Background: an optimization exercise with open tools, aiming at small area, a short achievable clock period and few clock cycles per item. Do not read the settings as production practice.
At most, simulation tests tie the RTL to the original design; equivalence was not proved.
Function not checked in runs 1 to 4: the RTL went through the layout flow alone.

==> flow/design.v <==
package aes_pkg;
	localparam int KeyWordsMax = 60;
	localparam int KeyWordsIdxW = 6;
	localparam logic [1:0] KEY_SIZE_128 = 2'd0;
	localparam logic [1:0] KEY_SIZE_192 = 2'd1;
	localparam logic [1:0] KEY_SIZE_256 = 2'd2;
	localparam logic [2:0] CFG_KEY_SIZE = 3'd0;
	localparam logic [2:0] CFG_KEY_PART0 = 3'd1;
	localparam logic [2:0] CFG_KEY_PART1 = 3'd2;
	localparam logic [2:0] CFG_KEY_PART2 = 3'd3;
	localparam logic [2:0] CFG_KEY_PART3 = 3'd4;
	function automatic logic [7:0] sbox(input logic [7:0] x);
		logic U0, U1, U2, U3, U4, U5, U6, U7;
		logic T1, T2, T3, T4, T5, T6, T7, T8, T9, T10, T11, T12, T13, T14, T15, T16;
		logic T17, T18, T19, T20, T21, T22, T23, T24, T25, T26, T27, M1, M2, M3, M4, M5;
		logic M6, M7, M8, M9, M10, M11, M12, M13, M14, M15, M16, M17, M18, M19, M20, M21;
		logic M22, M23, M24, M25, M26, M27, M28, M29, M30, M31, M32, M33, M34, M35, M36, M37;
		logic M38, M39, M40, M41, M42, M43, M44, M45, M46, M47, M48, M49, M50, M51, M52, M53;
		logic M54, M55, M56, M57, M58, M59, M60, M61, M62, M63, L0, L1, L2, L3, L4, L5;
		logic L6, L7, L8, L9, L10, L11, L12, L13, L14, L15, L16, L17, L18, L19, L20, L21;
		logic L22, L23, L24, L25, L26, L27, L28, L29, S0, S1, S2, S3, S4, S5, S6, S7;
		{U0, U1, U2, U3, U4, U5, U6, U7} = x;
		T1 = U0 ^ U3;
		T2 = U0 ^ U5;
		T3 = U0 ^ U6;
		T4 = U3 ^ U5;
		T5 = U4 ^ U6;
		T6 = T1 ^ T5;
		T7 = U1 ^ U2;
		T8 = U7 ^ T6;
		T9 = U7 ^ T7;
		T10 = T6 ^ T7;
		T11 = U1 ^ U5;
		T12 = U2 ^ U5;
		T13 = T3 ^ T4;
		T14 = T6 ^ T11;
		T15 = T5 ^ T11;
		T16 = T5 ^ T12;
		T17 = T9 ^ T16;
		T18 = U3 ^ U7;
		T19 = T7 ^ T18;
		T20 = T1 ^ T19;
		T21 = U6 ^ U7;
		T22 = T7 ^ T21;
		T23 = T2 ^ T22;
		T24 = T2 ^ T10;
		T25 = T20 ^ T17;
		T26 = T3 ^ T16;
		T27 = T1 ^ T12;
		M1 = T13 & T6;
		M2 = T23 & T8;
		M3 = T14 ^ M1;
		M4 = T19 & U7;
		M5 = M4 ^ M1;
		M6 = T3 & T16;
		M7 = T22 & T9;
		M8 = T26 ^ M6;
		M9 = T20 & T17;
		M10 = M9 ^ M6;
		M11 = T1 & T15;
		M12 = T4 & T27;
		M13 = M12 ^ M11;
		M14 = T2 & T10;
		M15 = M14 ^ M11;
		M16 = M3 ^ M2;
		M17 = M5 ^ T24;
		M18 = M8 ^ M7;
		M19 = M10 ^ M15;
		M20 = M16 ^ M13;
		M21 = M17 ^ M15;
		M22 = M18 ^ M13;
		M23 = M19 ^ T25;
		M24 = M22 ^ M23;
		M25 = M22 & M20;
		M26 = M21 ^ M25;
		M27 = M20 ^ M21;
		M28 = M23 ^ M25;
		M29 = M28 & M27;
		M30 = M26 & M24;
		M31 = M20 & M23;
		M32 = M27 & M31;
		M33 = M27 ^ M25;
		M34 = M21 & M22;
		M35 = M24 & M34;
		M36 = M24 ^ M25;
		M37 = M21 ^ M29;
		M38 = M32 ^ M33;
		M39 = M23 ^ M30;
		M40 = M35 ^ M36;
		M41 = M38 ^ M40;
		M42 = M37 ^ M39;
		M43 = M37 ^ M38;
		M44 = M39 ^ M40;
		M45 = M42 ^ M41;
		M46 = M44 & T6;
		M47 = M40 & T8;
		M48 = M39 & U7;
		M49 = M43 & T16;
		M50 = M38 & T9;
		M51 = M37 & T17;
		M52 = M42 & T15;
		M53 = M45 & T27;
		M54 = M41 & T10;
		M55 = M44 & T13;
		M56 = M40 & T23;
		M57 = M39 & T19;
		M58 = M43 & T3;
		M59 = M38 & T22;
		M60 = M37 & T20;
		M61 = M42 & T1;
		M62 = M45 & T4;
		M63 = M41 & T2;
		L0 = M61 ^ M62;
		L1 = M50 ^ M56;
		L2 = M46 ^ M48;
		L3 = M47 ^ M55;
		L4 = M54 ^ M58;
		L5 = M49 ^ M61;
		L6 = M62 ^ L5;
		L7 = M46 ^ L3;
		L8 = M51 ^ M59;
		L9 = M52 ^ M53;
		L10 = M53 ^ L4;
		L11 = M60 ^ L2;
		L12 = M48 ^ M51;
		L13 = M50 ^ L0;
		L14 = M52 ^ M61;
		L15 = M55 ^ L1;
		L16 = M56 ^ L0;
		L17 = M57 ^ L1;
		L18 = M58 ^ L8;
		L19 = M63 ^ L4;
		L20 = L0 ^ L1;
		L21 = L1 ^ L7;
		L22 = L3 ^ L12;
		L23 = L18 ^ L2;
		L24 = L15 ^ L9;
		L25 = L6 ^ L10;
		L26 = L7 ^ L9;
		L27 = L8 ^ L10;
		L28 = L11 ^ L14;
		L29 = L11 ^ L17;
		S0 = L6 ^ L24;
		S1 = ~(L16 ^ L26);
		S2 = ~(L19 ^ L28);
		S3 = L6 ^ L21;
		S4 = L20 ^ L22;
		S5 = L25 ^ L29;
		S6 = ~(L13 ^ L27);
		S7 = ~(L6 ^ L23);
		sbox = {S0, S1, S2, S3, S4, S5, S6, S7};
	endfunction
	function automatic logic [31:0] sub_word(input logic [31:0] w);
		sub_word = {sbox(w[31:24]), sbox(w[23:16]), sbox(w[15:8]), sbox(w[7:0])};
	endfunction
	function automatic logic [7:0] xtime(input logic [7:0] x);
		xtime = {x[6:0], 1'b0} ^ (x[7] ? 8'h1b : 8'h00);
	endfunction
	function automatic logic [3:0] key_nk(input logic [1:0] ks);
		logic [3:0] r;
		case (ks)
			2'd0: r = 4'd4;
			2'd1: r = 4'd6;
			default: r = 4'd8;
		endcase
		key_nk = r;
	endfunction
	function automatic logic [3:0] key_nr(input logic [1:0] ks);
		logic [3:0] r;
		case (ks)
			2'd0: r = 4'd10;
			2'd1: r = 4'd12;
			default: r = 4'd14;
		endcase
		key_nr = r;
	endfunction
endpackage
import aes_pkg::*;
module aes_round (
	input  logic [127:0] state_in,
	input  logic [127:0] round_key,
	input  logic [127:0] load_data,
	input  logic         load,
	input  logic         last,
	output logic [127:0] state_out
);
	logic [7:0] s [0:15];
	logic [7:0] ta [0:15];  
	logic [7:0] tg [0:15];  
	logic [7:0] all;
	logic keep, mix;
	always_comb begin
		keep = !load;
		mix = !load && !last;
		for (int i = 0; i < 16; i++) s[i] = state_in[127 - 8*i -: 8];
		for (int c = 0; c < 4; c++)
			for (int r = 0; r < 4; r++) begin
				ta[c*4 + r] = aes_pkg::sbox(s[((c + r) % 4)*4 + r]);
				tg[c*4 + r] = ta[c*4 + r] & {8{mix}};
				ta[c*4 + r] = ta[c*4 + r] & {8{keep}};
			end
		for (int c = 0; c < 4; c++) begin
			all = tg[c*4] ^ tg[c*4+1] ^ tg[c*4+2] ^ tg[c*4+3];
			for (int r = 0; r < 4; r++)
				state_out[127 - 8*(c*4+r) -: 8] = ta[c*4+r] ^ all
					^ aes_pkg::xtime(tg[c*4+r] ^ tg[c*4+(r+1)%4])
					^ round_key[127 - 8*(c*4+r) -: 8]
					^ (load_data[127 - 8*(c*4+r) -: 8] & {8{load}});
		end
	end
endmodule
import aes_pkg::*;
module aes_key_expand (
	input  logic [255:0] win,
	input  logic [31:0]  sin,
	input  logic         m128,
	input  logic         m192,
	input  logic         ph1,       
	input  logic         ph2,       
	input  logic         odd,       
	input  logic [7:0]   rcon,
	output logic [255:0] wout,
	output logic [31:0]  sout
);
	logic [31:0] w [0:7];
	logic [31:0] q [0:7];
	logic [7:0] g;
	logic [31:0] sb, rc, p0, p1, p2, p3, a0, a1, qs;
	logic m256, gs, rot_next;
	always_comb begin
		for (int i = 0; i < 8; i++) w[i] = win[255 - 32*i -: 32];
		m256 = !m128 && !m192;
		sb = aes_pkg::sub_word(sin);
		rc = (m256 && odd) ? 32'h0 : {rcon, 24'h0};
		p0 = w[0] ^ rc;
		p1 = p0 ^ w[1];
		p2 = p1 ^ w[2];
		p3 = p2 ^ w[3];
		a0 = w[0] ^ w[5];
		a1 = a0 ^ w[1];
		if (m128) begin
			q[0] = p0; q[1] = p1; q[2] = p2; q[3] = p3;
			q[4] = p0; q[5] = p1; q[6] = p2; q[7] = p3;
			g = 8'hff;
		end else if (m192) begin
			q[0] = w[4]; q[1] = w[5];
			if (ph1) begin
				q[2] = a0; q[3] = a1; q[4] = w[2] ^ rc; q[5] = w[2] ^ w[3] ^ rc;
				g = 8'b00001100;
			end else if (ph2) begin
				q[2] = a0; q[3] = a1; q[4] = a1 ^ w[2]; q[5] = a1 ^ w[2] ^ w[3];
				g = 8'b00000000;
			end else begin
				q[2] = p0; q[3] = p1; q[4] = p2; q[5] = p3;
				g = 8'b00111100;
			end
			q[6] = p2; q[7] = p3;
		end else begin
			q[0] = w[4]; q[1] = w[5]; q[2] = w[6]; q[3] = w[7];
			q[4] = p0; q[5] = p1; q[6] = p2; q[7] = p3;
			g = 8'b00001111;
		end
		for (int i = 0; i < 8; i++) wout[255 - 32*i -: 32] = q[i] ^ (sb & {32{g[7-i]}});
		if (m192 && !ph1 && !ph2) begin
			qs = w[4] ^ w[5] ^ p3; gs = 1'b1;
		end else if (m192) begin
			qs = a1 ^ w[2] ^ w[3]; gs = 1'b0;
		end else begin
			qs = p3; gs = 1'b1;
		end
		rot_next = !(m256 && !odd);
		sout = qs ^ (sb & {32{gs}});
		if (rot_next) sout = {sout[23:0], sout[31:24]};
	end
endmodule
import aes_pkg::*;
module aes_block_encrypt_unit (
	input  logic        clk,
	input  logic        arst_n,
	input  logic        start,
	output logic        busy,
	input  logic [63:0] plaintext_high,
	input  logic [63:0] plaintext_low,
	output logic        done,
	output logic [63:0] ciphertext_high,
	output logic [63:0] ciphertext_low,
	input  logic        cfg_we,
	input  logic [2:0]  cfg_index,
	input  logic [63:0] cfg_data
);
	logic [1:0] key_size_q, key_size_d;
	logic [63:0] key_part_q [0:3];
	logic [63:0] key_part_d [0:3];
	logic busy_q, done_q;
	logic [3:0] rnd_q, g_nr;
	logic [7:0] rcon_q;
	logic ph1_q, ph2_q, odd_q;
	logic [255:0] win_q, win_step;
	logic [31:0] sin_q, sin_step, sin_load;
	logic [127:0] st_q, rnd_out;
	logic accept, last, stepping, m128, m192, rot_used;
	assign g_nr = aes_pkg::key_nr(key_size_q);
	assign m128 = (key_size_q == 2'd0);
	assign m192 = (key_size_q == 2'd1);
	assign accept = start && !busy_q;
	assign last = busy_q && (rnd_q == g_nr);
	assign stepping = accept || (busy_q && !last);
	assign rot_used = m128 || (m192 ? !ph2_q : !odd_q);
	assign busy = busy_q;
	assign done = done_q;
	aes_key_expand u_kx (
		.win(win_q), .sin(sin_q), .m128(m128), .m192(m192), .ph1(ph1_q), .ph2(ph2_q),
		.odd(odd_q), .rcon(rcon_q), .wout(win_step), .sout(sin_step)
	);
	aes_round u_round (
		.state_in(st_q), .round_key(win_q[255:128]), .load_data({plaintext_high, plaintext_low}),
		.load(accept), .last(last), .state_out(rnd_out)
	);
	always_comb begin
		for (int i = 0; i < 4; i++)
			key_part_d[i] = (cfg_we && cfg_index == 3'(i + 1)) ? cfg_data : key_part_q[i];
		key_size_d = (cfg_we && cfg_index == CFG_KEY_SIZE) ? cfg_data[1:0] : key_size_q;
		case (key_size_d)
			2'd0: sin_load = key_part_d[1][31:0];
			2'd1: sin_load = key_part_d[2][31:0];
			default: sin_load = key_part_d[3][31:0];
		endcase
		sin_load = {sin_load[23:0], sin_load[31:24]};
	end
	always_ff @(posedge clk or negedge arst_n) begin
		if (!arst_n) begin
			key_size_q <= KEY_SIZE_128;
			for (int i = 0; i < 4; i++) key_part_q[i] <= '0;
			busy_q <= 1'b0;
			done_q <= 1'b0;
			rnd_q <= '0;
			rcon_q <= 8'h01;
			ph1_q <= 1'b0;
			ph2_q <= 1'b0;
			odd_q <= 1'b0;
			win_q <= '0;
			sin_q <= '0;
		end else begin
			key_size_q <= key_size_d;
			for (int i = 0; i < 4; i++) key_part_q[i] <= key_part_d[i];
			done_q <= last;
			if (accept) begin
				busy_q <= 1'b1;
				rnd_q <= 4'd1;
			end else if (last) begin
				busy_q <= 1'b0;
				rnd_q <= 4'd0;
			end else if (busy_q) begin
				rnd_q <= rnd_q + 4'd1;
			end
			if (stepping) begin
				win_q <= win_step;
				sin_q <= sin_step;
				if (rot_used) rcon_q <= aes_pkg::xtime(rcon_q);
				ph1_q <= !ph1_q && !ph2_q;
				ph2_q <= ph1_q;
				odd_q <= !odd_q;
			end else begin
				win_q <= {key_part_d[0], key_part_d[1], key_part_d[2], key_part_d[3]};
				sin_q <= sin_load;
				rcon_q <= 8'h01;
				ph1_q <= 1'b0;
				ph2_q <= 1'b0;
				odd_q <= 1'b0;
			end
		end
	end
	always_ff @(posedge clk) st_q <= rnd_out;
	assign ciphertext_high = st_q[127:64];
	assign ciphertext_low = st_q[63:0];
endmodule
==> flow/run.sh <==
#!/bin/bash
# synth_recipe.tcl (not shown) runs the flow's synth.tcl, then flattens the netlist and writes it again
# the make line also repeats each setting of config.mk as NAME=value (left out here)
make -C /OpenROAD-flow-scripts/flow DESIGN_CONFIG=/design/flow/config.mk WORK_HOME=/design/flow/orfs CLKGATE_MAP_FILE= SYNTH_SCRIPT=/design/flow/synth_recipe.tcl finish
==> flow/config.mk <==
export PLATFORM = sky130hd
export DESIGN_NAME = aes_block_encrypt_unit
export DESIGN_NICKNAME = aes_block_encrypt_unit
export VERILOG_FILES = /design/flow/design.v
export SDC_FILE = /design/flow/constraint.sdc
export NUM_CORES = 8
export LEC_CHECK = 0
export CAP_MARGIN = 20
export CORE_MARGIN = 2
export CORE_UTILIZATION = 40
export SLEW_MARGIN = 20
==> flow/constraint.sdc <==
create_clock -name core_clock -period 7.0 [get_ports {clk}]
set_input_delay 1.4000 -clock core_clock [delete_from_list [all_inputs] [get_ports {clk}]]
set_output_delay 1.4000 -clock core_clock [all_outputs]
set_load 0.01 [all_outputs]
==> results of run 1 <==
-- cell usage after synthesis (all sizes together) (46+ instances only) --
master	count
o21a	75
o21ai	648
inv	171
xnor2	1535
nor2b	54
a21oi	708
dfxtp	128
and2	84
o221ai	51
mux2	252
a221oi	63
nand2b	50
a31oi	127
mux2i	293
clkbuf	457
o22ai	96
xor2	694
xnor3	203
or3	53
nand3	224
nand2	1025
o211ai	155
nor2	940
a22oi	79
buf	326
xor3	46
nor4	49
a211oi	142
nand4	55
nor3	265
dfrtp	562
-- worst max-delay path: cells and delay by family, from the launching register on --
family | cells | cell delay, ns
and+or+nand+nor | 1 | 0.16
DFF | 1 | 0.48
AOI/OAI and AO/OA | 4 | 0.98
xor gates and xnor gates | 10 | 4.76
adders and majority gates | 1 | 0.32
-- what timing repair did --
item	CTS	global route
resized for setup	4	17
hold buffers	0	0
setup endpoints to repair	3	21
-- routing by layer --
layer | part of all wire | GRT usage
met1 | 0.41 | 0.431
met2 | 0.43 | 0.481
met3 | 0.098 | 0.0757
met4 | 0.062 | 0.175
met5 | 0.00046 | 0
-- per-stage QoR --
step,setup TNS (ns),setup slack (ns),util
5_1_grt,0,0.00961,0.456
4_1_cts,0,0.0392,0.455
3_3_place_gp,-0.238,-0.156,0.440
6_report,0,0.109,0.456
2_1_floorplan,0,1.01,-
3_5_place_dp,-0.241,-0.188,0.440
-- layout make-up --
type                            count  area share
Timing Repair Buffer              868      0.0785
Antenna cell                       21    0.000549
Clock inverter                     43     0.00740
Tap cell                         2805      0.0367
Sequential cell                   691       0.174
Multi-Input combinational cell   8717       0.671
Inverter                          176     0.00699
Clock buffer                      115      0.0251
-- flip-flops by register name, summed over array words and instances, names as in the netlist --
| register | cells |
|---|---|
| win_q | 256 |
| st_q | 128 |
| done_q | 1 |
| rnd_q | 4 |
| ph1_q | 1 |
| rcon_q | 8 |
| key_size_q | 2 |
| busy_q | 1 |
| sin_q | 32 |
| key_part_q | 256 |
| ph2_q | 1 |
| odd_q | 1 |
-- cell families after synthesis --
logic type	after synthesis	synth area share
and+or+nand+nor	2963	0.158
AOI/OAI and AO/OA	2658	0.206
xor gates and xnor gates	2478	0.311
buffers and inverters	959	0.0474
DFF	691	0.197
muxes	557	0.0715
adders and majority gates	61	0.00849
-- final timing paths --
path / start / to / slack, ns
max: st_q[17] / st_q[39] / 0.11
min: odd_q / odd_q / 0.49
max reg2reg: st_q[17] / st_q[39] / 0.11
min reg2reg: odd_q / odd_q / 0.49
max in group asynchronous: arst_n / win_q[232] / 4.84
min in group asynchronous: arst_n / key_part_q[3][30] / 0.71
==> results.txt, run 1 <==
post-DR wirelength/cell - 27.1 um
# IOs - 329
final non-filler cell total - 13400
critical-path cell list - xnor3_2, xnor2_1, xnor2_1, ha_1, xnor3_1, xnor3_1, nand2_1, o211a_1, a32oi_1, a221oi_2, xor3_2, xor2_1, xnor2_1, xnor2_1, o211ai_1, xnor2_2
CTS Buf Count - 85
Post-Syn Nets - 10600
Area Growth Syn to Fin - 13.1%
Design Area, Final - 95700 um^2
most common cell after layout, fill and taps aside - xnor2_1
Die Height - 464 um
Port Buffer Count - 328
Worst slew margin - 0.243
Total Nets Final - 10800
die area - 215000 um^2
share of post-route cells with drive strength above 1 - 0.122
dpl hpwl - 275000 um
Clock Sinks - 691
fill count - 20700
Hold Path Cell Cnt - 1
CP peak stage delay - 0.61 ns
sequential-to-total area share from yosys stat - 0.197
Iter 0 DRT Violations - 9439
cells after synthesis - 10400
Hold Slack - 0.487 ns
EDFF count, synth - 0
Root Driver - clkbuf_16
number of post-CTS setup repair buffers - 0
area leader, netlist - dfrtp_1
CTS tree - done
CP arrival - 7.43 ns
WS Path Type - flop to flop
worst-skew pair later-pin latency - 0.72 ns
time the worst path needs with I/O delays and setup - 6.89 ns
Distinct cells, synth - 131
commonest cells after routing, fill and taps aside - xnor2_1 (1428), nand2_1 (1018), nor2_1 (897)
die width - 464 um
antenna violations before repair - 34
Reg area - 16700 um^2
clock tree buffer depth - 3
WP data required - 7.54 ns
final worst-path cycle share - 0.984
CP max FO - 6
synthesized flop and latch total - 691
final hold violation count - 0
starting density of the core - 0.403
final setup fails - 0
# H-tree levels - 3
RD Place Congestion - 1.00
YS warnings - 10
Hold Path Class - flop to flop
crit start category - flop
Highest Clock Rate - 145 MHz
status - no timing/DRC/antenna violations
residual DRC count - 0
# rows - 168
number of max-cap violations - 0
WL final - 364000 um
Total GRT Usage - 0.323
Crit path top cell by count - xnor2_1
antenna viol nets, final - 0
Slowest cell on crit path - xor3_2
syn avg cell area - 8.16 um^2
total grt overflow - 0
Setup Skew - 0.0260 ns
total core area - 210000 um^2
Max Slew Vio Count - 0
Multi-input gate area - 64100 um^2
Mapped Area - 84600 um^2
placed cells - 13300
crit path capture type - flop
Worst-path clk slew - 0.06 ns
routed vias - 82300
top cell type's share of synthesized area - 0.166
largest net degree at the start of global routing - 160
FFs w/ async S/R, synth - 0.815
DR vias/cell - 6.13
Post-synth top flop - dfrtp_1
vias in the first global route - 76700
first-pass GRT wire length - 528000 um
FF-to-FF path depth - 16
drt first pass iters - 6
unrepaired setup endpoints after global routing - false
DP Area - 92400 um^2
largest cells by area after synthesis - dfrtp_1 (17%), xnor2_1 (15%), xor2_1 (6.9%)
Worst-Margin Slew - 1.13 ns
==> run 2, diff against run 1 <==
--- a/flow/config.mk
+++ b/flow/config.mk
@@ -5,6 +5,7 @@
 export SDC_FILE = /design/flow/constraint.sdc
 export NUM_CORES = 8
 export LEC_CHECK = 0
+export ABC_AREA = 1
 export CAP_MARGIN = 20
 export CORE_MARGIN = 2
 export CORE_UTILIZATION = 40
==> run 2 against run 1 <==
Synthesized area down 4.0%. Non-clock buffer count is 446 lower. Fmax rose by 9.0%. Sequential share of layout area rose by 1.0 points. Worst hold slack better by 0.0018 ns. Core utilization fell by 0.88 points. Via count rose by 14%. Sequential cell count unchanged. Still clean on timing, DRC and antenna.
==> results.txt, run 2 <==
uppermost layer routed - met5 (unchanged)
Root Driver - clkbuf_16 (unchanged)
Hold Slack - 0.489 ns (was 0.487 ns)
vias in the first global route - 83100 (was 76700)
dpl hpwl - 289000 um (was 275000 um)
status - no timing/DRC/antenna violations (unchanged)
met3 WL post-DR - 29000 um (was 35700 um)
number of max-cap violations - 0 (unchanged)
WP data required - 7.56 ns (was 7.54 ns)
CTS tree - done (unchanged)
final setup fails - 0 (unchanged)
final worst-path cycle share - 0.903 (was 0.984)
Port Buffer Count - 328 (unchanged)
crit path capture type - flop (unchanged)
antenna viol nets, final - 0 (unchanged)
largest cells by area after synthesis - nand2_1 (31%), dfrtp_1 (17%), nand3_1 (12%) (was dfrtp_1 (17%), xnor2_1 (15%), xor2_1 (6.9%))
Setup Skew - 0.0445 ns (was 0.0260 ns)
Distinct cells, synth - 63 (was 131)
YS warnings - 10 (unchanged)
setup TNS - 0 ns (unchanged)
share of post-route cells with drive strength above 1 - 0.0460 (was 0.122)
Hold Path Cell Cnt - 1 (unchanged)
WL final - 363000 um (was 364000 um)
FFs w/ async S/R, synth - 0.815 (unchanged)
Clock Sinks - 691 (unchanged)
# rows - 165 (was 168)
die width - 454 um (was 464 um)
syn avg cell area - 5.58 um^2 (was 8.16 um^2)
total grt overflow - 0 (unchanged)
CP peak stage delay - 0.77 ns (was 0.61 ns)
sequential-to-total area share from yosys stat - 0.205 (was 0.197)
Worst-path clk slew - 0.06 ns (about the same)
synthesized flop and latch total - 691 (unchanged)
Max Slew Vio Count - 0 (unchanged)
post-DR wirelength/cell - 20.8 um (was 27.1 um)
CP arrival - 6.88 ns (was 7.43 ns)
residual DRC count - 0 (unchanged)
clock tree buffer depth - 3 (unchanged)
# H-tree levels - 3 (unchanged)
antenna violations before repair - 26 (was 34)
worst-skew pair later-pin latency - 0.76 ns (was 0.72 ns)
final hold violation count - 0 (unchanged)
commonest cells after routing, fill and taps aside - nand2_1 (6635), nand3_1 (1938), inv_1 (1434) (was xnor2_1 (1428), nand2_1 (1018), nor2_1 (897))
Highest Clock Rate - 158 MHz (was 145 MHz)
unrepaired setup endpoints after global routing - false (unchanged)
Iter 0 DRT Violations - 10100 (was 9439)
Layout Utilization - 0.447 (was 0.456)
synth cell count leaders - nand2_1 (6635), nand3_1 (1940), inv_1 (1442) (was xnor2_1 (1438), nand2_1 (1023), nor2_1 (907))
total core area - 202000 um^2 (was 210000 um^2)
die area - 207000 um^2 (was 215000 um^2)
top cell type's share of synthesized area - 0.307 (was 0.166)
Crit path top cell by count - nand2_1 (was xnor2_1)
WL met2 - 158000 um (was 155000 um)
starting density of the core - 0.402 (was 0.403)
FF-to-FF path depth - 32 (was 16)
CTS Buf Count - 87 (was 85)
drt first pass iters - 6 (unchanged)
hold_buf cts - 0 (unchanged)
Post-synth top flop - dfrtp_1 (unchanged)
Area Growth Syn to Fin - 11.2% (was 13.1%)
EDFF count, synth - 0 (unchanged)
WS Path Type - flop to flop (unchanged)
Worst-Margin Slew - 1.16 ns (was 1.13 ns)
top flop regs - key_part_q (256), win_q (256), st_q (128) (unchanged)
Total GRT Usage - 0.340 (was 0.323)
area leader, netlist - nand2_1 (was dfrtp_1)
Mapped Area - 81200 um^2 (was 84600 um^2)
Total Nets Final - 14900 (was 10800)
DR vias/cell - 5.37 (was 6.13)
most frequent cell after synthesis - nand2_1 (was xnor2_1)
Post-Syn Nets - 14800 (was 10600)
# IOs - 329 (unchanged)
cells after synthesis - 14500 (was 10400)
Slowest cell on crit path - dfxtp_1 (was xor3_2)
most common cell after layout, fill and taps aside - nand2_1 (was xnor2_1)
wire length on met1 - 153000 um (was 151000 um)
RD Place Congestion - 1.02 (was 1.00)
time the worst path needs with I/O delays and setup - 6.32 ns (was 6.89 ns)
first-pass GRT wire length - 531000 um (was 528000 um)
crit start category - flop (unchanged)
Die Height - 454 um (was 464 um)
CP max FO - 9 (was 6)
Worst slew margin - 0.223 (was 0.243)
largest net degree at the start of global routing - 170 (was 160)
routed vias - 93600 (was 82300)
Hold Path Class - flop to flop (unchanged)
## run 2: cell types whose count changed after synthesis, sizes merged, moves of 201 or more
cell   previous run  this run
xnor2          1535       362
nor3            265        14
a21oi           708       179
nor2            940       623
inv             171      1484
nand2          1025      6837
mux2            252         0
mux2i           293         0
xnor3           203         2
nand3           224      1973
## run 2: cell type report
type | instances | area [um^2]
Tap cell | 2672 | 3340
Multi-Input combinational cell | 12000 | 57400
Antenna cell | 35 | 87.6
Fill cell | 22100 | 112000
Timing Repair Buffer | 422 | 4160
Clock inverter | 37 | 528
Clock buffer | 122 | 2530
Sequential cell | 691 | 16700
Inverter | 1490 | 5610
## run 2: kinds of logic (layout without fill, tap and decap cells)
group / count (synthesis) / after routing / share of synthesized area
simple gates: 9723 / 9723 / 0.500
buf+inv: 1879 / 2071 / 0.0895
compound gates: 1207 / 1207 / 0.0845
xor+xnor: 1000 / 1000 / 0.114
flops: 691 / 691 / 0.205
fa+ha+maj: 41 / 41 / 0.00632
other cells: 0 / 35 / 0
## run 2: final timing paths
kind                                           to  startpoint  slack (ns)
worst min-delay path                        odd_q       odd_q        0.49
worst max-delay path                     st_q[93]    st_q[50]        0.68
worst min register to register              odd_q       odd_q        0.49
worst max register to register           st_q[93]    st_q[50]        0.68
min in group asynchronous               sin_q[17]      arst_n        0.63
max in group asynchronous       key_part_q[1][57]      arst_n        4.99
## run 2: critical path, delay by kind of cell (launching register included)
family,cells,cell delay [ns]
DFF,1,0.77
xor gates and xnor gates,4,1.66
adders and majority gates,1,0.29
buffers and inverters,5,0.55
and+or+nand+nor,22,2.86
## run 2: per-layer routing
metal,GRT usage,vias up
met2,0.530,3735
li1,-,46400
met4,0.183,18
met3,0.0503,624
met1,0.450,42900
met5,0,-
## run 2: timing repair
item | 4_1_cts | 5_1_grt
setup endpoints to repair | 0 | 1
buffers inserted | 0 | 0
gates resized for setup | 0 | 1
## run 2: per-stage QoR
stage,cells,cell area [um^2],worst slack [ns]
after floorplan,14500,81200,2.86
after global placement,17200,87100,0.347
after detailed placement,17200,87100,0.465
after CTS,17400,90200,0.415
after global routing,17400,90300,0.147
final,17400,90300,0.677
==> run 3, diff against run 2 <==
--- a/flow/config.mk
+++ b/flow/config.mk
@@ -8,5 +8,7 @@
 export ABC_AREA = 1
 export CAP_MARGIN = 20
 export CORE_MARGIN = 2
-export CORE_UTILIZATION = 40
+export CORE_UTILIZATION = 65
+export PLACE_DENSITY = 0.75
+export SETUP_SLACK_MARGIN = 1.5
 export SLEW_MARGIN = 20
==> run 3 against run 2 <==
Sequential cell count unchanged. Final area down 0.72%. Routed wire length down 0.70%. Final cell count fell by 5.9%. Global-route usage grew 20 points. Critical path depth is 7 lower. Still clean on timing, DRC and antenna. Die area is 38% lower. First-iteration DRC count rose by 65%. Via count increased by 11%. Register-to-register slack better by 0.87 ns.
==> results.txt, run 3 <==
WP data required - 7.63 ns (was 7.56 ns)
worst-skew pair later-pin latency - 0.81 ns (was 0.76 ns)
antenna violations before repair - 49 (was 26)
starting density of the core - 0.656 (was 0.402)
final setup fails - 0 (unchanged)
total grt overflow - 0 (unchanged)
top cell type's share of synthesized area - 0.307 (unchanged)
drt first pass iters - 21 (was 6)
Mapped Area - 81200 um^2 (unchanged)
cells after synthesis - 14500 (unchanged)
PnR worst setup slack - 1.55 ns (was 0.677 ns)
largest cells by area after synthesis - nand2_1 (31%), dfrtp_1 (17%), nand3_1 (12%) (unchanged)
pre-CTS WS - 1.52 ns (was 0.465 ns)
post-DR wirelength/cell - 21.9 um (was 20.8 um)
unrepaired setup endpoints after global routing - true (was false)
residual DRC count - 0 (unchanged)
DP Area - 85700 um^2 (was 87100 um^2)
clock tree buffer depth - 3 (unchanged)
Hold Path Class - flop to flop (unchanged)
syn avg cell area - 5.58 um^2 (unchanged)
WS Path Type - flop to flop (unchanged)
Highest Clock Rate - 183 MHz (was 158 MHz)
commonest cells after routing, fill and taps aside - nand2_1 (6599), nand3_1 (1928), inv_1 (1434) (was nand2_1 (6635), nand3_1 (1938), inv_1 (1434))
crit path from - sin_q[9] (was st_q[50])
YS warnings - 10 (unchanged)
Clock Sinks - 691 (unchanged)
reg2reg start - sin_q[9] (was st_q[50])
share of post-route cells with drive strength above 1 - 0.0584 (was 0.0460)
total core area - 124000 um^2 (was 202000 um^2)
# H-tree levels - 3 (unchanged)
# rows - 129 (was 165)
Area Growth Syn to Fin - 10.4% (was 11.2%)
CP arrival - 6.08 ns (was 6.88 ns)
Total Nets Final - 14900 (about the same)
final non-filler cell total - 16400 (was 17400)
die area - 128000 um^2 (was 207000 um^2)
hold_buf cts - 0 (unchanged)
Setup Skew - 0.0768 ns (was 0.0445 ns)
# IOs - 329 (unchanged)
CTS Buf Count - 82 (was 87)
sequential-to-total area share from yosys stat - 0.205 (unchanged)
number of max-cap violations - 0 (unchanged)
setup TNS - 0 ns (unchanged)
Die Height - 357 um (was 454 um)
Post-Syn Nets - 14800 (unchanged)
Multi-input gate area - 58000 um^2 (was 57400 um^2)
Distinct cells, synth - 63 (unchanged)
antenna viol nets, final - 0 (unchanged)
Max Slew Vio Count - 0 (unchanged)
RD Place Congestion - 1.15 (was 1.02)
FFs w/ async S/R, synth - 0.815 (unchanged)
DR vias/cell - 6.32 (was 5.37)
Hold Path Origin - key_part_q[0][44] (was odd_q)
most frequent cell after synthesis - nand2_1 (unchanged)
status - no timing/DRC/antenna violations (unchanged)
Worst-path clk slew - 0.06 ns (about the same)
Post-synth top flop - dfrtp_1 (unchanged)
Port Buffer Count - 328 (unchanged)
final worst-path cycle share - 0.779 (was 0.903)
area leader, netlist - nand2_1 (unchanged)
fill count - 10300 (was 22100)
die width - 357 um (was 454 um)
vias in the first global route - 93900 (was 83100)
Worst-Margin Slew - 1.31 ns (was 1.16 ns)
EDFF count, synth - 0 (unchanged)
Total GRT Usage - 0.540 (was 0.340)
R2R setup slack - 1.55 ns (was 0.68 ns)
time the worst path needs with I/O delays and setup - 5.45 ns (was 6.32 ns)
CTS tree - done (unchanged)
routed vias - 104000 (was 93600)
Iter 0 DRT Violations - 16700 (was 10100)
top flop regs - key_part_q (256), win_q (256), st_q (128) (unchanged)
most common cell after layout, fill and taps aside - nand2_1 (unchanged)
placed cells - 16200 (was 17200)
CP max FO - 6 (was 9)
Layout Utilization - 0.724 (was 0.447)
dpl hpwl - 270000 um (was 289000 um)
first-pass GRT wire length - 530000 um (was 531000 um)
synth cell count leaders - nand2_1 (6635), nand3_1 (1940), inv_1 (1442) (unchanged)
final hold violation count - 0 (unchanged)
WL final - 360000 um (was 363000 um)
crit path capture type - flop (unchanged)
Reg area - 16800 um^2 (was 16700 um^2)
largest net degree at the start of global routing - 182 (was 170)
Design Area, Final - 89600 um^2 (was 90300 um^2)
crit start category - flop (unchanged)
Worst slew margin - 0.121 (was 0.223)
Root Driver - clkbuf_16 (unchanged)
synthesized flop and latch total - 691 (unchanged)
## run 3: final timing paths
check / to / cells after the start
hold reg to reg: key_part_q[0][44] / 2
max in group asynchronous: key_part_q[3][34] / 2
setup / recovery: sin_q[12] / 25
min in group asynchronous: win_q[172] / 1
setup reg to reg: sin_q[12] / 25
hold / removal: key_part_q[0][44] / 2
## run 3: timing repair
action,CTS,global route
pin swaps,0,7
resized for setup,2,241
setup buffers,0,5
endpoints found under the setup margin,3,153
## run 3: metal layers
layer  vias to the layer above  GRT usage  part of all wire
met2                      8335      0.764              0.39
li1                      46400          -                 -
met1                     46200      0.610              0.33
met3                      2791      0.241              0.17
met5                         -     0.0230            0.0014
met4                        26      0.481              0.11
## run 3: critical path: stages, from the launching register on
cell     delay (ns)
dfrtp_1        0.46
xnor2_2        0.48
xnor2_1        0.26
xnor2_1        0.32
ha_1           0.30
xor2_1         0.16
xor2_1         0.17
xnor2_1        0.25
inv_1          0.17
nor2_1         0.16
nand2_2        0.12
nand2_1        0.12
nand2_1        0.13
nand2_2        0.14
nand3_1        0.09
nand2_1        0.14
nand3_1        0.12
nand2_1        0.12
nand2_1        0.08
nand2_2        0.22
nand2_1        0.12
nand2_1        0.13
nand3_1        0.08
nand2_1        0.09
inv_1          0.21
a21oi_1        0.61
## run 3: logic make-up (layout without fill, tap and decap cells)
group | Yosys count | count (layout) | synth area share
compound gates | 1207 | 1207 | 0.0845
xor+xnor | 1000 | 1000 | 0.114
fa+ha+maj | 41 | 41 | 0.00632
buf+inv | 1879 | 2052 | 0.0895
flops | 691 | 691 | 0.205
other cells | 0 | 62 | 0
simple gates | 9723 | 9723 | 0.500
## run 3: cell type report
type,instances,area share
repair buffers,410,0.0454
clock buffers,115,0.0267
clock inverters,37,0.00563
multi-input cells,12000,0.648
well taps,1637,0.0228
inverters,1490,0.0626
flip-flops and latches,691,0.188
diodes,62,0.00173
## run 3: per-stage QoR
stage | hold WS (ns)
after global routing | 0.522
after floorplan | 0.427
after global placement | 0.463
after detailed placement | 0.470
final | 0.498
after CTS | 0.485
==> run 4, diff against run 3 <==
--- a/flow/config.mk
+++ b/flow/config.mk
@@ -10,5 +10,4 @@
 export CORE_MARGIN = 2
 export CORE_UTILIZATION = 65
 export PLACE_DENSITY = 0.75
-export SETUP_SLACK_MARGIN = 1.5
 export SLEW_MARGIN = 20
==> run 4 against run 3 <==
Critical path depth stayed put. Fmax is 9.3% lower. Sequential cell count stayed put. Worst setup slack worse by 0.56 ns. Via count is 0.25% lower. Core utilization is 0.75 points lower. Register-to-register slack worse by 0.56 ns. Largest cell class unchanged. Still clean. First-iteration DRC count is 1.4% higher. Non-clock buffer count is 5 lower.
==> results.txt, run 4 <==
Worst-Margin Slew - 1.31 ns (about the same)
drt first pass iters - 17 (was 21)
Multi-input gate area - 57300 um^2 (was 58000 um^2)
die area - 128000 um^2 (unchanged)
Worst slew margin - 0.125 (was 0.121)
most common cell after layout, fill and taps aside - nand2_1 (unchanged)
final hold violation count - 0 (unchanged)
Resized Gates After CTS - 0 (was 2)
routed vias - 103000 (was 104000)
Synth Area in Compound Gates - 0.0845 (unchanged)
Iter 0 DRT Violations - 16900 (was 16700)
main combinational cell family by area after synthesis - simple AND/OR/NAND/NOR gates (unchanged)
Root Driver - clkbuf_16 (unchanged)
fill count - 10500 (was 10300)
Max Slew Vio Count - 0 (unchanged)
Mapped Area - 81200 um^2 (unchanged)
largest net degree at the start of global routing - 182 (unchanged)
final setup fails - 0 (unchanged)
DP Area - 85700 um^2 (unchanged)
Post-synth top flop - dfrtp_1 (unchanged)
# IOs - 329 (unchanged)
WP data required - 7.47 ns (was 7.63 ns)
YS warnings - 10 (unchanged)
number of max-cap violations - 0 (unchanged)
most frequent cell after synthesis - nand2_1 (unchanged)
Hold Path Class - flop to flop (unchanged)
Hold Slack - 0.494 ns (was 0.498 ns)
commonest cells after routing, fill and taps aside - nand2_1 (6635), nand3_1 (1938), inv_1 (1438) (was nand2_1 (6599), nand3_1 (1928), inv_1 (1434))
CP max FO - 10 (was 6)
unrepaired setup endpoints after global routing - false (was true)
dpl hpwl - 270000 um (unchanged)
sequential-to-total area share from yosys stat - 0.205 (unchanged)
CTS tree - done (unchanged)
antenna violations before repair - 49 (unchanged)
top flop regs - key_part_q (256), win_q (256), st_q (128) (unchanged)
antenna viol nets, final - 0 (unchanged)
synth cell count leaders - nand2_1 (6635), nand3_1 (1940), inv_1 (1442) (unchanged)
total grt overflow - 0 (unchanged)
crit path capture type - flop (unchanged)
crit start category - flop (unchanged)
Setup Skew - 0.0746 ns (was 0.0768 ns)
status - no timing/DRC/antenna violations (unchanged)
Clock Sinks - 691 (unchanged)
DR vias/cell - 6.31 (was 6.32)
Worst-path clk slew - 0.07 ns (was 0.06 ns)
post-DR wirelength/cell - 21.9 um (about the same)
Post-Syn Nets - 14800 (unchanged)
# H-tree levels - 3 (unchanged)
starting density of the core - 0.656 (unchanged)
Total GRT Usage - 0.540 (unchanged)
WL final - 359000 um (was 360000 um)
Port Buffer Count - 328 (unchanged)
first-pass GRT wire length - 530000 um (unchanged)
Distinct cells, synth - 63 (unchanged)
RD Place Congestion - 1.15 (unchanged)
die width - 357 um (unchanged)
EDFF count, synth - 0 (unchanged)
residual DRC count - 0 (unchanged)
Die Height - 357 um (unchanged)
xor/xnor share of the synthesized area - 0.114 (unchanged)
hold_buf cts - 0 (unchanged)
cells after synthesis - 14500 (unchanged)
WS Path Type - flop to flop (unchanged)
CTS Buf Count - 82 (unchanged)
Reg area - 16700 um^2 (was 16800 um^2)
Design Area, Final - 88700 um^2 (was 89600 um^2)
CP arrival - 6.48 ns (was 6.08 ns)
vias in the first global route - 93900 (unchanged)
R2R setup slack - 0.99 ns (was 1.55 ns)
mux share of post-synthesis cell area - 0 (unchanged)
time the worst path needs with I/O delays and setup - 6.01 ns (was 5.45 ns)
clock tree buffer depth - 3 (unchanged)
Area Growth Syn to Fin - 9.30% (was 10.4%)
Simple-Gate Fraction of Synth Area - 0.500 (unchanged)
share of post-route cells with drive strength above 1 - 0.0439 (was 0.0584)
# rows - 129 (unchanged)
syn avg cell area - 5.58 um^2 (unchanged)
top cell type's share of synthesized area - 0.307 (unchanged)
setup TNS - 0 ns (unchanged)
area leader, netlist - nand2_1 (unchanged)
final worst-path cycle share - 0.859 (was 0.779)
Highest Clock Rate - 166 MHz (was 183 MHz)
FFs w/ async S/R, synth - 0.815 (unchanged)
Total Nets Final - 14900 (about the same)
total core area - 124000 um^2 (unchanged)
synthesized flop and latch total - 691 (unchanged)
worst-skew pair later-pin latency - 0.81 ns (about the same)
largest cells by area after synthesis - nand2_1 (31%), dfrtp_1 (17%), nand3_1 (12%) (unchanged)
Post-Synth Adder-Cell Area - 0.00632 (unchanged)
number of post-CTS setup repair buffers - 0 (unchanged)
==> run 4: cell counts after synthesis <==
Identical to the previous run, type by type.
==> run 4: final timing paths <==
check,start,endpoint,cells after the start
max reg2reg,sin_q[28],sin_q[24],25
min,key_part_q[0][44],key_part_q[0][44],2
min reg2reg,key_part_q[0][44],key_part_q[0][44],2
max,sin_q[28],sin_q[24],25
min in group asynchronous,arst_n,win_q[172],1
max in group asynchronous,arst_n,key_part_q[1][57],2
==> run 4: cells by family after synthesis <==
group,count (synthesis)
buffers and inverters,1879
AOI/OAI and AO/OA,1207
adders and majority gates,41
DFF,691
xor gates and xnor gates,1000
and+or+nand+nor,9723
==> run 4: worst max-delay path, cell delays in order, from the launching register on <==
cell and delay (ns):
dfrtp_1 0.57, xnor2_1 0.38, inv_2 0.13, nand2_1 0.08, and2_1 0.24, xor2_1 0.41
ha_1 0.31, inv_1 0.06, xor2_1 0.22, nand2_1 0.08, nand3_1 0.09, nand2_1 0.13
nand2_1 0.09, nand2_1 0.08, nand2_1 0.13, nand3_1 0.25, xor2_1 0.42, inv_1 0.12
nand3_1 0.11, nand2_1 0.06, nand2_1 0.07, nand2_2 0.17, o21ai_0 0.26, nand3_1 0.52
nand3_1 0.26, nand2_1 0.41
==> run 4: cell type report <==
cell class                      count  share of cell area
Antenna cell                       55             0.00155
Clock buffer                      115              0.0270
Clock inverter                     37             0.00568
Inverter                         1490              0.0632
Multi-Input combinational cell  12000               0.646
Sequential cell                   691               0.188
Tap cell                         1637              0.0231
Timing Repair Buffer              405              0.0454
==> run 4: metrics by stage <==
| stage | utilization | std cells | worst slack [ns] |
|---|---|---|---|
| global route | 0.716 | 16400 | 0.766 |
| CTS | 0.715 | 16300 | 1.45 |
| global placement | 0.692 | 16200 | 1.56 |
| floorplan | - | 14500 | 2.86 |
| finish | 0.717 | 16400 | 0.990 |
| detailed placement | 0.692 | 16200 | 1.52 |
==> run 4: metal layers <==
layer	GRT usage	vias to the layer above	wire, um
met5	0.0230	-	516
met3	0.241	2718	59500
li1	-	46400	-
met4	0.481	24	41100
met1	0.610	46000	119000
met2	0.764	8284	139000
==> run 5, diff against run 4 <==
--- a/flow/design.v
+++ b/flow/design.v
@@ -219,13 +219,16 @@
 	input  logic         ph2,       
 	input  logic         odd,       
 	input  logic [7:0]   rcon,
+	input  logic         step,      
+	input  logic [255:0] kload,
+	input  logic [31:0]  sload,
 	output logic [255:0] wout,
 	output logic [31:0]  sout
 );
 	logic [31:0] w [0:7];
 	logic [31:0] q [0:7];
 	logic [7:0] g;
-	logic [31:0] sb, rc, p0, p1, p2, p3, a0, a1, qs;
+	logic [31:0] sb, sbr, rc, p0, p1, p2, p3, a0, a1, qs;
 	logic m256, gs, rot_next;
 	always_comb begin
 		for (int i = 0; i < 8; i++) w[i] = win[255 - 32*i -: 32];
@@ -260,6 +263,10 @@
 			q[4] = p0; q[5] = p1; q[6] = p2; q[7] = p3;
 			g = 8'b00001111;
 		end
+		if (!step) begin
+			for (int i = 0; i < 8; i++) q[i] = kload[255 - 32*i -: 32];
+			g = 8'h00;
+		end
 		for (int i = 0; i < 8; i++) wout[255 - 32*i -: 32] = q[i] ^ (sb & {32{g[7-i]}});
 		if (m192 && !ph1 && !ph2) begin
 			qs = w[4] ^ w[5] ^ p3; gs = 1'b1;
@@ -269,8 +276,16 @@
 			qs = p3; gs = 1'b1;
 		end
 		rot_next = !(m256 && !odd);
-		sout = qs ^ (sb & {32{gs}});
-		if (rot_next) sout = {sout[23:0], sout[31:24]};
+		if (rot_next) begin
+			qs = {qs[23:0], qs[31:24]};
+			sbr = {sb[23:0], sb[31:24]};
+		end else begin
+			sbr = sb;
+		end
+		if (!step) begin
+			qs = sload; gs = 1'b0;
+		end
+		sout = qs ^ (sbr & {32{gs}});
 	end
 endmodule
 import aes_pkg::*;
@@ -310,7 +325,9 @@
 	assign done = done_q;
 	aes_key_expand u_kx (
 		.win(win_q), .sin(sin_q), .m128(m128), .m192(m192), .ph1(ph1_q), .ph2(ph2_q),
-		.odd(odd_q), .rcon(rcon_q), .wout(win_step), .sout(sin_step)
+		.odd(odd_q), .rcon(rcon_q), .step(stepping),
+		.kload({key_part_d[0], key_part_d[1], key_part_d[2], key_part_d[3]}), .sload(sin_load),
+		.wout(win_step), .sout(sin_step)
 	);
 	aes_round u_round (
 		.state_in(st_q), .round_key(win_q[255:128]), .load_data({plaintext_high, plaintext_low}),
@@ -353,16 +370,14 @@
 			end else if (busy_q) begin
 				rnd_q <= rnd_q + 4'd1;
 			end
+			win_q <= win_step;
+			sin_q <= sin_step;
 			if (stepping) begin
-				win_q <= win_step;
-				sin_q <= sin_step;
 				if (rot_used) rcon_q <= aes_pkg::xtime(rcon_q);
 				ph1_q <= !ph1_q && !ph2_q;
 				ph2_q <= ph1_q;
 				odd_q <= !odd_q;
 			end else begin
-				win_q <= {key_part_d[0], key_part_d[1], key_part_d[2], key_part_d[3]};
-				sin_q <= sin_load;
 				rcon_q <= 8'h01;
 				ph1_q <= 1'b0;
 				ph2_q <= 1'b0;
--- a/flow/config.mk
+++ b/flow/config.mk
@@ -8,6 +8,7 @@
 export ABC_AREA = 1
 export CAP_MARGIN = 20
 export CORE_MARGIN = 2
-export CORE_UTILIZATION = 65
-export PLACE_DENSITY = 0.75
+export CORE_UTILIZATION = 50
+export PLACE_DENSITY = 0.65
+export SETUP_SLACK_MARGIN = 2.5
 export SLEW_MARGIN = 20
==> run 5 against run 4 <==
Worst hold slack got worse by 0.016 ns. Worst setup slack improved by 1.3 ns. Sequential share of layout area fell by 2.7 points. Still clean. Sequential cell count did not move. First-iteration DRC count fell by 32%. Count of clock-buffer cells in the layout fell by 1. Fmax rose by 26%. Highest routed layer unchanged. Via count fell by 5.3%. Final cell count rose by 0.27%. Largest cell class unchanged. Synthesized cell count fell by 6.4%.
==> results.txt, run 5 <==
WP data required - 7.61 ns (was 7.47 ns)
Hold Path Cell Cnt - 2 (unchanged)
Hold Path Class - flop to flop (unchanged)
number of max-cap violations - 0 (unchanged)
syn avg cell area - 5.83 um^2 (was 5.58 um^2)
RD Place Congestion - 1.07 (was 1.15)
dpl hpwl - 288000 um (was 270000 um)
time the worst path needs with I/O delays and setup - 4.76 ns (was 6.01 ns)
Mapped Area - 79300 um^2 (was 81200 um^2)
commonest cells after routing, fill and taps aside - nand2_1 (4796), inv_1 (1209), nand3_1 (1171) (was nand2_1 (6635), nand3_1 (1938), inv_1 (1438))
FFs w/ async S/R, synth - 0.815 (unchanged)
top flop regs - key_part_q (256), win_q (256), st_q (128) (unchanged)
die width - 402 um (was 357 um)
crit start category - flop (unchanged)
Crit path top cell by count - nand2_1 (unchanged)
CP arrival - 5.37 ns (was 6.48 ns)
first-pass GRT wire length - 537000 um (was 530000 um)
Post-Syn Nets - 13800 (was 14800)
GR Util met3 - 0.114 (was 0.241)
most common cell after layout, fill and taps aside - nand2_1 (unchanged)
drt first pass iters - 7 (was 17)
routed vias - 98000 (was 103000)
Distinct cells, synth - 71 (was 63)
sequential-to-total area share from yosys stat - 0.210 (was 0.205)
largest net degree at the start of global routing - 152 (was 182)
Worst Hold Path EP - key_part_q[0][46] (was key_part_q[0][44])
met2 usage - 0.669 (was 0.764)
Post-synth top flop - dfrtp_1 (unchanged)
EDFF count, synth - 0 (unchanged)
WL final - 388000 um (was 359000 um)
final hold violation count - 0 (unchanged)
Multi-input gate area - 69600 um^2 (was 57300 um^2)
clock tree buffer depth - 3 (unchanged)
Hold Path Origin - key_part_q[0][46] (was key_part_q[0][44])
post-DR wirelength/cell - 23.6 um (was 21.9 um)
GR peak layer - met2 (unchanged)
Slowest cell on crit path - dfxtp_4 (was dfrtp_1)
Root Driver - clkbuf_16 (unchanged)
CP peak stage delay - 0.42 ns (was 0.57 ns)
unrepaired setup endpoints after global routing - true (was false)
CTS tree - done (unchanged)
most frequent cell after synthesis - nand2_1 (unchanged)
total core area - 158000 um^2 (was 124000 um^2)
CP max FO - 7 (was 10)
Port Buffer Count - 328 (unchanged)
final non-filler cell total - 16400 (about the same)
Worst-Margin Slew - 1.38 ns (was 1.31 ns)
FF-to-FF path depth - 32 (was 25)
# IOs - 329 (unchanged)
DR vias/cell - 5.96 (was 6.31)
CTS Buf Count - 84 (was 82)
Die Height - 402 um (was 357 um)
Clock Sinks - 691 (unchanged)
crit path capture type - flop (unchanged)
Reg area - 17100 um^2 (was 16700 um^2)
final worst-path cycle share - 0.680 (was 0.859)
top cell type's share of synthesized area - 0.281 (was 0.307)
antenna violations before repair - 19 (was 49)
met1 Use GR - 0.535 (was 0.610)
Worst R2R End - st_q[61] (was sin_q[24])
placed cells - 15700 (was 16200)
worst-skew pair later-pin latency - 0.76 ns (was 0.81 ns)
YS warnings - 10 (unchanged)
area leader, netlist - nand2_1 (unchanged)
residual DRC count - 0 (unchanged)
WS Path Type - flop to flop (unchanged)
fill count - 13700 (was 10500)
crit path from - st_q[61] (was sin_q[28])
Max Slew Vio Count - 0 (unchanged)
largest cells by area after synthesis - nand2_1 (28%), dfrtp_1 (18%), nand3_1 (10%) (was nand2_1 (31%), dfrtp_1 (17%), nand3_1 (12%))
status - no timing/DRC/antenna violations (unchanged)
reg2reg start - st_q[61] (was sin_q[28])
Highest Clock Rate - 210 MHz (was 166 MHz)
Setup Skew - 0.0611 ns (was 0.0746 ns)
R2R setup slack - 2.24 ns (was 0.99 ns)
vias in the first global route - 86800 (was 93900)
Total GRT Usage - 0.439 (was 0.540)
cells after synthesis - 13600 (was 14500)
# rows - 146 (was 129)
Worst-path clk slew - 0.06 ns (was 0.07 ns)
Hold Slack - 0.478 ns (was 0.494 ns)
total grt overflow - 0 (unchanged)
# H-tree levels - 3 (unchanged)
share of post-route cells with drive strength above 1 - 0.255 (was 0.0439)
synthesized flop and latch total - 691 (unchanged)
final setup fails - 0 (unchanged)
starting density of the core - 0.502 (was 0.656)
Total Nets Final - 14500 (was 14900)
die area - 162000 um^2 (was 128000 um^2)
Worst slew margin - 0.0756 (was 0.125)
Iter 0 DRT Violations - 11500 (was 16900)
antenna viol nets, final - 0 (unchanged)
Area Growth Syn to Fin - 34.2% (was 9.30%)
hold_buf cts - 0 (unchanged)
setup TNS - 0 ns (unchanged)
Layout Utilization - 0.674 (was 0.717)
synth cell count leaders - nand2_1 (5933), nand3_1 (1659), inv_1 (1361) (was nand2_1 (6635), nand3_1 (1940), inv_1 (1442))
## run 5: cell count changes in the layout (fill, tap and decap cells not counted), sizes merged, moves of 29 or more
cell	before	now
xor2	635	809
nand2	6837	6096
buf	78	643
o22ai	29	66
o221ai	61	124
o21ai	748	515
inv	1488	1420
o21a	35	3
diode	55	26
a21oi	179	142
o211ai	41	77
xnor2	362	534
nand3	1973	1690
## run 5: worst max-delay path by stage
stage                      endpoint  slack (ns)
after floorplan            st_q[99]        2.78
after global placement    st_q[115]        0.97
after CTS                 st_q[112]        2.39
after global routing       st_q[62]        2.12
final                      st_q[61]        2.24
after detailed placement  st_q[115]        0.92
## run 5: critical path, delay by kind of cell (launching register included)
family	cells	cell delay, ns
buf+inv	4	0.31
flops	1	0.42
fa+ha+maj	1	0.26
simple gates	23	2.61
xor+xnor	4	1.00
## run 5: final cells by class
type                       count  share of cell area
antenna                       26            0.000612
clock buffer                 114              0.0218
clock inverter                40             0.00562
inverter                    1428              0.0518
multi-input combinational  11100               0.654
sequential                   691               0.161
tap                         2072              0.0244
timing repair buffer         971              0.0806
## run 5: cell families (layout without fill, tap and decap cells)
group,Yosys count,count (layout),share of synthesized area
compound gates,1048,1048,0.0807
flops,691,691,0.210
other cells,0,26,0
xor+xnor,1344,1344,0.156
mux,11,11,0.00139
fa+ha+maj,41,41,0.00647
simple gates,8658,8660,0.456
buf+inv,1811,2553,0.0896
## run 5: stage by stage
stage,cell area [um^2],setup slack (ns)
after global routing,106000,2.12
after CTS,92900,2.39
final,106000,2.24
after global placement,84400,0.974
after detailed placement,84400,0.923
after floorplan,79300,2.78
## run 5: what timing repair did
action | 4_1_cts | 5_1_grt
gates cloned | 0 | 2
pin swaps | 154 | 764
setup endpoints to repair | 414 | 416
setup buffers | 133 | 413
gates resized for setup | 1114 | 2400
## run 5: metal layers
| layer | share of wire | wire [um] |
|---|---|---|
| met1 | 0.36 | 140000 |
| met2 | 0.43 | 166000 |
| met3 | 0.12 | 46600 |
| met4 | 0.092 | 35600 |
| met5 | 0.00038 | 147 |
Testbench counts of run 5, summed over its fixed seeds: cycles 30,296, blocks 2,304.
==> run 6, diff against run 5 <==
--- a/flow/config.mk
+++ b/flow/config.mk
@@ -10,5 +10,5 @@
 export CORE_MARGIN = 2
 export CORE_UTILIZATION = 50
 export PLACE_DENSITY = 0.65
-export SETUP_SLACK_MARGIN = 2.5
+export SETUP_SLACK_MARGIN = 2.0
 export SLEW_MARGIN = 20
==> run 6 against run 5 <==
Count of clock-buffer cells in the layout unchanged. Sequential share of layout area up 2.2 points. Core utilization down 8.3 points. Worst setup slack worse by 0.15 ns. Critical path type unchanged. First-iteration DRC count down 2.7%. Worst hold slack worse by 0.00061 ns. Global-route usage down 0.59 points. Synthesized area unchanged.
==> results.txt, run 6 <==
CTS Buf Count - 84 (unchanged)
CP arrival - 5.55 ns (was 5.37 ns)
placed cells - 15700 (unchanged)
vias in the first global route - 85100 (was 86800)
largest net degree at the start of global routing - 152 (unchanged)
PnR worst setup slack - 2.10 ns (was 2.24 ns)
top cell type's share of synthesized area - 0.281 (unchanged)
# IOs - 329 (unchanged)
routed vias - 93600 (was 98000)
final setup fails - 0 (unchanged)
Worst slew margin - 0.135 (was 0.0756)
Highest Clock Rate - 204 MHz (was 210 MHz)
starting density of the core - 0.502 (unchanged)
YS warnings - 10 (unchanged)
total core area - 158000 um^2 (unchanged)
WL final - 369000 um (was 388000 um)
CTS tree - done (unchanged)
clock tree buffer depth - 3 (unchanged)
FFs w/ async S/R, synth - 0.815 (unchanged)
synthesized flop and latch total - 691 (unchanged)
first-pass GRT wire length - 530000 um (was 537000 um)
Area Growth Syn to Fin - 17.7% (was 34.2%)
worst-skew pair later-pin latency - 0.77 ns (was 0.76 ns)
Post-synth top flop - dfrtp_1 (unchanged)
Post-Syn Nets - 13800 (unchanged)
syn avg cell area - 5.83 um^2 (unchanged)
CP max FO - 17 (was 7)
WS Path Type - flop to flop (unchanged)
top flop regs - key_part_q (256), win_q (256), st_q (128) (unchanged)
total grt overflow - 0 (unchanged)
dpl hpwl - 288000 um (unchanged)
Mapped Area - 79300 um^2 (unchanged)
Hold Path Class - flop to flop (unchanged)
Iter 0 DRT Violations - 11200 (was 11500)
antenna viol nets, final - 0 (unchanged)
unrepaired setup endpoints after global routing - true (unchanged)
# rows - 146 (unchanged)
post-DR wirelength/cell - 23.0 um (was 23.6 um)
Layout Utilization - 0.591 (was 0.674)
most frequent cell after synthesis - nand2_1 (unchanged)
DR vias/cell - 5.84 (was 5.96)
crit path capture type - flop (unchanged)
Setup Skew - 0.0659 ns (was 0.0611 ns)
final hold violation count - 0 (unchanged)
fill count - 15400 (was 13700)
time the worst path needs with I/O delays and setup - 4.90 ns (was 4.76 ns)
R2R setup slack - 2.10 ns (was 2.24 ns)
pre-CTS WS - 0.923 ns (unchanged)
Worst-Margin Slew - 1.29 ns (was 1.38 ns)
Root Driver - clkbuf_16 (unchanged)
residual DRC count - 0 (unchanged)
antenna violations before repair - 26 (was 19)
hold_buf cts - 0 (unchanged)
synth cell count leaders - nand2_1 (5933), nand3_1 (1659), inv_1 (1361) (unchanged)
drt first pass iters - 9 (was 7)
final non-filler cell total - 16000 (was 16400)
Distinct cells, synth - 71 (unchanged)
sequential-to-total area share from yosys stat - 0.210 (unchanged)
share of post-route cells with drive strength above 1 - 0.117 (was 0.255)
WP data required - 7.64 ns (was 7.61 ns)
status - no timing/DRC/antenna violations (unchanged)
die width - 402 um (unchanged)
area leader, netlist - nand2_1 (unchanged)
largest cells by area after synthesis - nand2_1 (28%), dfrtp_1 (18%), nand3_1 (10%) (unchanged)
Clock Sinks - 691 (unchanged)
RD Place Congestion - 1.07 (unchanged)
Die Height - 402 um (unchanged)
EDFF count, synth - 0 (unchanged)
crit start category - flop (unchanged)
cells after synthesis - 13600 (unchanged)
Total Nets Final - 14100 (was 14500)
die area - 162000 um^2 (unchanged)
Port Buffer Count - 328 (unchanged)
# H-tree levels - 3 (unchanged)
Max Slew Vio Count - 0 (unchanged)
commonest cells after routing, fill and taps aside - nand2_1 (5631), nand3_1 (1538), inv_1 (1327) (was nand2_1 (4796), inv_1 (1209), nand3_1 (1171))
most common cell after layout, fill and taps aside - nand2_1 (unchanged)
Total GRT Usage - 0.433 (was 0.439)
Worst-path clk slew - 0.06 ns (about the same)
number of max-cap violations - 0 (unchanged)
final worst-path cycle share - 0.701 (was 0.680)
setup TNS - 0 ns (unchanged)
-- run 6: changes by cell type in the layout (fill, tap and decap cells not counted), moves of 129 or more --
cell / change
nand3_1: +367
nand3_2: -238
nand2_1: +835
nand3_4: -129
nand2_2: -512
buf_4: -363
nand2_4: -308
-- run 6: metal layers --
metal  track usage  vias up  routed length (um)
li1              -    43600                   -
met2         0.658     5287              155000
met1         0.531    43500              138000
met4         0.317       12               32900
met3         0.111     1281               42600
met5       0.00565        -                 208
-- run 6: cell type report --
cell class                      instances  area [um^2]  share of cell area
Clock inverter                         40          598             0.00641
Inverter                             1428         5380              0.0577
Antenna cell                           42          105             0.00113
Timing Repair Buffer                  558         5210              0.0558
Clock buffer                          114         2320              0.0249
Sequential cell                       691        17100               0.183
Tap cell                             2072         2590              0.0278
Multi-Input combinational cell      11100        60000               0.643
-- run 6: kinds of logic after synthesis --
logic type | Yosys count | synth area share
AND/OR/NAND/NOR | 8658 | 0.456
buffers and inverters | 1811 | 0.0896
XOR/XNOR | 1344 | 0.156
AO/OA/AOI/OAI | 1048 | 0.0807
flip-flops | 691 | 0.210
adder cells (fa/ha/maj) | 41 | 0.00647
multiplexers | 11 | 0.00139
-- run 6: path summary, 6_finish.rpt --
path / start / end / depth (start not counted)
worst max-delay path: key_size_q[1] / sin_q[27] / 16
worst min register to register: key_part_q[0][35] / key_part_q[0][35] / 2
min in group asynchronous: arst_n / sin_q[13] / 1
worst max register to register: key_size_q[1] / sin_q[27] / 16
worst min-delay path: key_part_q[0][35] / key_part_q[0][35] / 2
max in group asynchronous: arst_n / rnd_q[3] / 2
-- run 6: worst max-delay path, cell delays in order, from the launching register on --
cell and delay, ns:
dfrtp_2 0.69, nand2_1 0.24, clkinv_1 0.28, nor2_1 0.62, xor2_1 0.34, xor2_1 0.42
nand2_1 0.13, nand2_1 0.16, nand2_1 0.06, nand2_1 0.15, inv_1 0.09, o221ai_1 0.44
nand2_1 0.38, a32oi_1 0.33, buf_4 0.23, nand3b_1 0.14, nand2_1 0.08
-- run 6: what timing repair did --
item                       in CTS  in global routing
setup endpoints to repair     176                348
pin swaps                      19                 90
setup buffers                  19                114
resized for setup             331                801
-- run 6: through the flow --
| stage | hold WS (ns) | instance area (um^2) |
|---|---|---|
| 2_1_floorplan | 0.427 | 79300 |
| 3_3_place_gp | 0.454 | 84400 |
| 3_5_place_dp | 0.458 | 84400 |
| 4_1_cts | 0.475 | 88700 |
| 5_1_grt | 0.508 | 93200 |
| 6_report | 0.477 | 93300 |

[port drivers added, routing unchanged]
No port has a modelled driver above. Below, the same layouts with a new extraction and two added sets of constraints.
Step 1, drivers: a clkbuf_16 drives clk and a buf_2 each remaining input, both assumed.
Step 2 adds t to the input delays and takes it off the output delays; t is the mean of the earliest and latest rising clock arrival at the registers after step 1. Input paths then give back, and output paths get back, about the clock's delay inside the block.
a / b / c = ideal / step 1 / step 2; a / b = the first two.
| run | t, ns | setup slack, ns | worst setup path at the end | worst register clock-pin slew, ns |
|---|---|---|---|---|
| run 1 | 0.791 | 0.109 / 0.109 / 0.109 | register to register | 0.07 / 0.07 |
| run 2 | 0.833 | 0.677 / 0.677 / 0.677 | register to register | 0.07 / 0.07 |
| run 3 | 0.860 | 1.549 / 1.549 / 1.549 | register to register | 0.08 / 0.08 |
| run 4 | 0.861 | 0.990 / 0.990 / 0.990 | register to register | 0.08 / 0.08 |
| run 5 | 0.824 | 2.242 / 2.242 / 1.951 | input to register | 0.07 / 0.07 |
| run 6 | 0.824 | 2.095 / 2.095 / 1.503 | input to register | 0.08 / 0.08 |
After both steps every run listed still meets setup and hold. The setup slack of run 6, which loses most, moves by 0.000 ns with the drivers and by -0.592 ns with both steps.
